This design comes from an exercise in tuning for small area, a short achievable clock period and few clock cycles on the open sky130 flow, not from production work.
Function was checked by simulation only, so behaviour that the tests miss may differ from the original.
Power is estimated from default activity; no workload was simulated.

==> flow/design.v <==
module tri_raster_seq #(
    parameter int CW = 12
) (
    input  logic            clk,
    input  logic            rst,
    input  logic            tri_valid,
    output logic            tri_ready,
    input  logic [CW-1:0]   ptAX,
    input  logic [CW-1:0]   ptAY,
    input  logic [CW-1:0]   ptBX,
    input  logic [CW-1:0]   ptBY,
    input  logic [CW-1:0]   pt3X,
    input  logic [CW-1:0]   pt3Y,
    output logic            pix_valid,
    input  logic            pix_ready,
    output logic [CW-1:0]   pix_x,
    output logic [CW-1:0]   pix_y,
    output logic            done,
    output logic [2*CW:0]   pix_count
);
    logic          v_loaded;                  
    logic [CW-1:0] tx, ty, mx, my, bx, by;    
    logic          v_even;                    
    logic          w_act, w_first, w_pendT, w_atM, w_last, w_lil;
    logic [CW-1:0] w_y;
    logic [CW-1:0] xl_q, xs_q;
    logic signed [CW:0] rl_q, rs_q;           
    logic [CW:0]   nul_q, nus_q;              
    logic          cil_q, cis_q;
    logic          dnl_q, dns_q;              
    logic [CW-1:0] dyl_q, dys_q;              
    logic          e_valid, e_last;
    logic [CW-1:0] e_x, e_r, e_y;
    logic          done_q, neg_pend;
    logic [2*CW:0] cnt_q;
    logic [2*CW-1:0] ka, kb, kc;
    logic ab, bc, ac;
    logic [CW-1:0] s_tx, s_ty, s_mx, s_my, s_bx, s_by;
    logic s_even;
    always_comb begin
        ka = {ptAY, ptAX};
        kb = {ptBY, ptBX};
        kc = {pt3Y, pt3X};
        ab = ka < kb;
        bc = kb < kc;
        ac = ka < kc;
        if (ab && bc) begin
            {s_tx, s_ty, s_mx, s_my, s_bx, s_by} = {ptAX, ptAY, ptBX, ptBY, pt3X, pt3Y}; s_even = 1'b1;
        end else if (ab && ac) begin
            {s_tx, s_ty, s_mx, s_my, s_bx, s_by} = {ptAX, ptAY, pt3X, pt3Y, ptBX, ptBY}; s_even = 1'b0;
        end else if (ab) begin
            {s_tx, s_ty, s_mx, s_my, s_bx, s_by} = {pt3X, pt3Y, ptAX, ptAY, ptBX, ptBY}; s_even = 1'b1;
        end else if (bc && ac) begin
            {s_tx, s_ty, s_mx, s_my, s_bx, s_by} = {ptBX, ptBY, ptAX, ptAY, pt3X, pt3Y}; s_even = 1'b0;
        end else if (bc) begin
            {s_tx, s_ty, s_mx, s_my, s_bx, s_by} = {ptBX, ptBY, pt3X, pt3Y, ptAX, ptAY}; s_even = 1'b1;
        end else begin
            {s_tx, s_ty, s_mx, s_my, s_bx, s_by} = {pt3X, pt3Y, ptBX, ptBY, ptAX, ptAY}; s_even = 1'b0;
        end
    end
    logic flat, horiz, use_mb;
    logic [CW-1:0] sa_x, sa_y, sb_x, sb_y;
    logic signed [CW:0] dxl, dxs;
    logic [CW-1:0] dyl_m1, dys_m1;
    logic mir_l, mir_s, lil_new;
    always_comb begin
        flat  = (ty == my);
        horiz = (ty == by);
        use_mb = v_loaded ? flat : 1'b1;
        sa_x = use_mb ? bx : mx;
        sa_y = use_mb ? by : my;
        sb_x = use_mb ? mx : tx;
        sb_y = use_mb ? my : ty;
        dxl = $signed({1'b0, bx}) - $signed({1'b0, tx});
        dyl_m1 = by + ~ty;
        dxs = $signed({1'b0, sa_x}) - $signed({1'b0, sb_x});
        dys_m1 = sa_y + ~sb_y;
        lil_new = horiz | v_even;
        mir_l = (v_even == dxl[CW]);
        mir_s = (!lil_new == dxs[CW]);
    end
    logic set_l, set_s, rdy;
    logic signed [CW:0] stl, sts, bl, bs, al, as_;
    logic [CW-1:0] xl_adj, xs_adj, xl_stp, xs_stp;
    logic signed [CW:0] rl_stp, rs_stp;
    always_comb begin
        set_l = !rl_q[CW];
        set_s = !rs_q[CW];
        stl = rl_q + $signed(nul_q) + $signed({{CW{1'b0}}, cil_q});
        sts = rs_q + $signed(nus_q) + $signed({{CW{1'b0}}, cis_q});
        bl = set_l ? stl : rl_q;
        bs = set_s ? sts : rs_q;
        al = bl + $signed({1'b0, dyl_q}) + 1;
        as_ = bs + $signed({1'b0, dys_q}) + 1;
        xl_adj = dnl_q ? xl_q - 1'b1 : xl_q + 1'b1;
        xs_adj = dns_q ? xs_q - 1'b1 : xs_q + 1'b1;
        rl_stp = bl[CW] ? al : bl;
        rs_stp = bs[CW] ? as_ : bs;
        xl_stp = bl[CW] ? xl_adj : xl_q;
        xs_stp = bs[CW] ? xs_adj : xs_q;
        rdy = w_act && (w_last || (set_l && set_s));
    end
    logic [CW-1:0] xL, xR, y_nx;
    logic ne, xfer, e_end, free, hok;
    logic tT, tW, adv, neg_now, start, accept, enter_m, enter_b;
    always_comb begin
        xL = w_lil ? xl_q : xs_q;
        xR = w_lil ? xs_q : xl_q;
        ne = (xL <= xR);
        xfer = e_valid && pix_ready;
        e_end = (e_x == e_r);
        free = !e_valid || (xfer && e_end && !e_last);
        hok = free && !neg_pend;
        tT = rdy && ne && w_pendT && !w_first && hok;
        tW = rdy && ne && !w_pendT && hok;
        neg_now = rdy && !ne && w_atM && !neg_pend;
        adv = rdy && !w_last && ((w_first && w_pendT) || (tW) || (!ne && !w_atM));
        tri_ready = !v_loaded && (!w_act || (w_last && !w_pendT));
        accept = tri_valid && tri_ready;
        start = v_loaded && (!w_act || (tW && w_last) || neg_now);
        y_nx = w_y + 1'b1;
        enter_m = (y_nx == my);
        enter_b = (y_nx == by);
    end
    always_ff @(posedge clk) begin
        if (accept) begin
            tx <= s_tx; ty <= s_ty; mx <= s_mx; my <= s_my; bx <= s_bx; by <= s_by;
            v_even <= s_even;
        end
        if (start) begin
            w_lil <= lil_new;
            w_y <= ty;
            w_first <= 1'b1;
            w_pendT <= !flat;
            w_atM <= flat;
            w_last <= horiz;
            xl_q <= tx;
            xs_q <= horiz ? bx : flat ? mx : tx;
            rl_q <= mir_l ? $signed({1'b0, dyl_m1}) : '0;
            rs_q <= mir_s ? $signed({1'b0, dys_m1}) : '0;
            nul_q <= dxl[CW] ? dxl : ~dxl;
            cil_q <= !dxl[CW];
            dnl_q <= dxl[CW];
            dyl_q <= dyl_m1;
            nus_q <= dxs[CW] ? dxs : ~dxs;
            cis_q <= !dxs[CW];
            dns_q <= dxs[CW];
            dys_q <= dys_m1;
        end else begin
            if (tT) w_pendT <= 1'b0;
            if (adv) begin
                w_y <= y_nx;
                w_first <= 1'b0;
                w_atM <= enter_m;
                w_last <= enter_b;
                rl_q <= rl_stp;
                xl_q <= enter_b ? bx : xl_stp;
                if (enter_m) begin
                    xs_q <= mx;
                    rs_q <= mir_s ? $signed({1'b0, dys_m1}) : '0;
                    nus_q <= dxs[CW] ? dxs : ~dxs;
                    cis_q <= !dxs[CW];
                    dns_q <= dxs[CW];
                    dys_q <= dys_m1;
                end else begin
                    rs_q <= rs_stp;
                    xs_q <= enter_b ? bx : xs_stp;
                end
            end else if (w_act && !w_last) begin
                if (!set_l) begin rl_q <= rl_stp; xl_q <= xl_stp; end
                if (!set_s) begin rs_q <= rs_stp; xs_q <= xs_stp; end
            end
        end
        if (tT || tW) begin
            e_x <= tT ? tx : xL;
            e_r <= tT ? tx : xR;
            e_y <= tT ? ty : w_y;
            e_last <= tW && w_last;
        end else if (xfer && !e_end) begin
            e_x <= e_x + 1'b1;
        end
        cnt_q <= done_q ? '0 : cnt_q + (2*CW+1)'(xfer);
        if (rst) begin
            v_loaded <= 1'b0;
            w_act <= 1'b0;
            e_valid <= 1'b0;
            done_q <= 1'b0;
            neg_pend <= 1'b0;
            cnt_q <= '0;
        end else begin
            v_loaded <= accept ? 1'b1 : start ? 1'b0 : v_loaded;
            w_act <= start ? 1'b1 : ((tW && w_last) || neg_now) ? 1'b0 : w_act;
            e_valid <= (tT || tW) ? 1'b1 : (xfer && e_end) ? 1'b0 : e_valid;
            done_q <= (xfer && e_end && e_last) || (neg_pend && !e_valid);
            neg_pend <= neg_now ? 1'b1 : (neg_pend && !e_valid) ? 1'b0 : neg_pend;
        end
    end
    assign pix_valid = e_valid;
    assign pix_x = e_x;
    assign pix_y = e_y;
    assign done = done_q;
    assign pix_count = cnt_q;
endmodule
==> flow/run.sh <==
#!/bin/bash
# synth_recipe.tcl (not shown) runs the flow's synth.tcl, then flattens the netlist and writes it again
# the make line also repeats each setting of config.mk as NAME=value (left out here)
make -C /OpenROAD-flow-scripts/flow DESIGN_CONFIG=/design/flow/config.mk WORK_HOME=/design/flow/orfs CLKGATE_MAP_FILE= SYNTH_SCRIPT=/design/flow/synth_recipe.tcl finish
==> flow/config.mk <==
export PLATFORM = sky130hd
export DESIGN_NAME = tri_raster_seq
export DESIGN_NICKNAME = tri_raster_seq
export VERILOG_FILES = /design/flow/design.v
export SDC_FILE = /design/flow/constraint.sdc
export NUM_CORES = 4
export LEC_CHECK = 0
export CAP_MARGIN = 20
export CORE_MARGIN = 2
export CORE_UTILIZATION = 40
export PLACE_DENSITY = 0.6
export SLEW_MARGIN = 20
==> flow/constraint.sdc <==
create_clock -name core_clock -period 11.0 [get_ports {clk}]
set_input_delay 2.2000 -clock core_clock [delete_from_list [all_inputs] [get_ports {clk}]]
set_output_delay 2.2000 -clock core_clock [all_outputs]
set_load 0.01 [all_outputs]
==> notes.md <==
## stage by stage
stage / instance area, um2 / hold slack, ns / cells / worst slack, ns / total power, uW
after global placement: 23500 / 0.479 / 3136 / 4.93 / 6800
after global routing: 24600 / 0.544 / 3192 / 4.81 / 8630
after CTS: 24600 / 0.499 / 3192 / 5.19 / 8020
after detailed placement: 23600 / 0.489 / 3137 / 4.85 / 6930
final: 24600 / 0.499 / 3192 / 5.09 / 8020
after floorplan: 21600 / 0.453 / 2388 / 6.21 / 5590
## worst min-delay path by stage
| stage | slack, ns | startpoint | endpoint | cells after the start |
|---|---|---|---|---|
| after floorplan | 0.45 | neg_pend$_SDFFE_PP0P_ | done_q$_SDFF_PP0_ | 2 |
| after global placement | 0.48 | cnt_q[7]$_SDFF_PP0_ | cnt_q[7]$_SDFF_PP0_ | 2 |
| after detailed placement | 0.49 | cnt_q[5]$_SDFF_PP0_ | cnt_q[5]$_SDFF_PP0_ | 2 |
| after CTS | 0.50 | cnt_q[5]$_SDFF_PP0_ | cnt_q[5]$_SDFF_PP0_ | 2 |
| after global routing | 0.54 | cnt_q[5]$_SDFF_PP0_ | cnt_q[5]$_SDFF_PP0_ | 2 |
| final | 0.50 | cnt_q[5]$_SDFF_PP0_ | cnt_q[5]$_SDFF_PP0_ | 2 |
## sequential cells by signal, summed over array words and instances, names as in the netlist, 13 cells and up
register,flops
rl_q,13
nus_q,13
nul_q,13
cnt_q,25
rs_q,13
## cell usage after synthesis (25+ instances only)
library cell	n	area, um2
o21ai_0	144	721
xor2_1	77	674
a31oi_1	28	175
a21o_1	28	210
nor2b_1	30	188
mux2_2	34	383
xnor2_1	114	998
nand2_1	219	822
clkbuf_1	57	214
ha_1	187	2340
dfxtp_1	31	621
nand2b_1	48	300
o22ai_1	47	294
a211oi_1	33	248
inv_1	136	510
edfxtp_1	230	6910
nand4_1	25	156
nand3_1	58	290
mux2i_1	82	821
a21oi_1	139	696
nor2_1	243	912
a22oi_1	27	203
nor3_1	44	220
## report_power, final
group / switching [uW] / internal, uW / total [uW]
Clock: 426 / 628 / 1050
Sequential: 384 / 1670 / 2050
Combinational: 2850 / 2060 / 4920
## worst max-delay path: cells and delay by family, from the launching register on
kind / cells / cell delay, ns
adders and majority gates: 1 / 0.33
AOI/OAI and AO/OA: 4 / 0.80
muxes: 1 / 0.38
and+or+nand+nor: 7 / 1.67
DFF: 1 / 0.50
xor gates and xnor gates: 2 / 0.86
buffers and inverters: 3 / 1.02
## final cells by class
class / count / area share
sequential: 261 / 0.306
clock inverter: 21 / 0.00962
timing repair buffer: 148 / 0.0584
tap: 696 / 0.0354
inverter: 137 / 0.0209
multi-input combinational: 1895 / 0.537
clock buffer: 34 / 0.0320
## metal layers
layer	part of all wire	wire, um	vias to the layer above	track usage
li1	-	-	8866	-
met2	0.48	31100	596	0.392
met3	0.051	3330	103	0.0238
met1	0.45	29100	8886	0.305
met4	0.027	1800	0	0.0719
met5	0	0	-	0
## cell families (layout without fill, tap and decap cells)
family	Yosys count	in the layout	share of synthesized area
xor gates and xnor gates	197	197	0.0839
DFF	261	261	0.349
adders and majority gates	205	205	0.122
AOI/OAI and AO/OA	604	604	0.179
muxes	116	116	0.0557
and+or+nand+nor	771	771	0.167
other	1	2	0.000174
buffers and inverters	232	340	0.0428
==> impl_metrics.tcl <==
set metrics [dict create \
    dieArea_mm2 0.0559 \
    synth_warnings 1 \
    synth_edf_count 230 \
    crit_chain "xnor2_1 -> nand4_1 -> nor3_2 -> buf_4 -> nand2b_2 -> buf_4 -> mux2_2 -> ha_1 -> nor2b_1 -> o31a_1 -> nor4_1 -> o31ai_1 -> nand2b_1 -> a31oi_2 -> buf_4 -> xor2_1 -> nand3_1 -> o31ai_1" \
    crit_end "rs_q[3]$_DFFE_PP_" \
    post-route-util 0.458 \
    cp_slowest_cell "xor2_1" \
    cp_max_fo 34 \
    p_leak_uw 0.00980 \
    cts_tree "built" \
    grt_start_max_net_pins 75 \
    initial_utilization 0.403 \
    multi_input_comb_area_mm2 0.0132 \
    clk_pin_slew_ns 0.06 \
    hold_buffers 0 \
    ys_seq_area_frac 0.349 \
    syn_inst 2387 \
    synth_ff_type "edfxtp_1" \
    async_flop_share 0 \
    via_count 18500 \
    period_needed_ns 5.91 \
    wirelength_um 65400 \
    required_ns 11.29 \
    r2r_slack_ns 5.09 \
    numCtsBuffers 30 \
    rsz0062_at_grt "no" \
    die_width_um 236 \
    worst_pin_slew_ns 1.12 \
    core_mm2 0.0536 \
    cts_resized 0 \
    cp_common_cell "buf_4" \
    critPathKind "register to register" \
    n_antenna_cell 0 \
    clockBufferDepth 3 \
    place_hpwl_um 50800 \
    antenna_found_initial 0 \
    critPathArrivalTime_ns 6.20 \
    gr-total-overflow 0 \
    layout-drive-gt1-share 0.0577 \
    initialDrtViolationCount 1602 \
    run_status "no timing/DRC/antenna violations" \
    ff2ff_path_depth 18 \
    fmax_mhz 169 \
    setup_tns_ns 0 \
    grt_pass1_vias 18000 \
    fill_cells 5181 \
    rows 85 \
    crit_path_start_kind "register" \
    regArea_mm2 0.00753 \
    syn-cell-area_mm2 0.0216 \
    post_cts_buffers 0 \
    mostFrequentLayoutCells "243 x nor2_1, 230 x edfxtp_1, 219 x nand2_1" \
    slowest_delay_ns 0.64 \
    viasPerCell 5.78 \
    crit_path_start "my[10]$_DFFE_PP_" \
    hold_violations 0 \
    relSlewSlack 0.253 \
    drc 0 \
    syn_avg_cell_area_um2 9.05 \
    hold_path.class "register to register" \
    syn_to_final_growth_pct 13.8 \
    setup_violations 0 \
    wl_per_cell_um 20.5 \
    drtPass1Iterations 6 \
    synthDistinctLibCells 90 \
    fin_nets 2748 \
    r2r-end "rs_q[3]$_DFFE_PP_" \
    place.gp.congestion 0.936 \
    ios 128 \
    grt_pass1_wl_um 102000 \
    antenna_left 0 \
    grtUsageTotal 0.229 \
    die_y_um 236 \
    cts.sinks 261 \
    drv_cap 0 \
    fin_skew_ns 0.0142 \
    drv_slew 0 \
    port_buffers 127 \
    r2r-start "my[10]$_DFFE_PP_" \
    power.density_mw_per_mm2 327 \
    htreeDepth 1 \
    synth-seq-cells 261 \
    final_common_cell "nor2_1" \
    cts_root_buf "clkbuf_16" \
    timing.final.crit_share 0.537 \
    vdd_ir_drop_max_mv 0.144 \
    clk_latency_ns 0.58 \
    end_kind "register" \
]
Testbench counts, summed over its fixed seeds: cycles 26,562.

==> afterwards: timing with drivers on the ports <==
In the flow no input, the clock included, has a driving cell. The finished layout below was timed again as built, in two steps. Step 1 assumes that a clkbuf_16 drives the clock port and a buf_2 every other input. Step 2 times the ports against the registers' clock, not the clock port: input delays grow and output delays shrink by t, the midpoint of the rising clock arrivals with the driver on. a / b / c = no drivers / after step 1 / after step 2; a / b = the first two.
shift t [ns]: 0.640
setup WS [ns]: 5.091 / 5.091 / 4.864
latest minus earliest clock arrival (ns): 0.014 / 0.014
After both steps setup and hold are still met in this run. For this run, drivers alone change the setup slack by 0.000 ns; drivers and shift together by -0.227 ns.
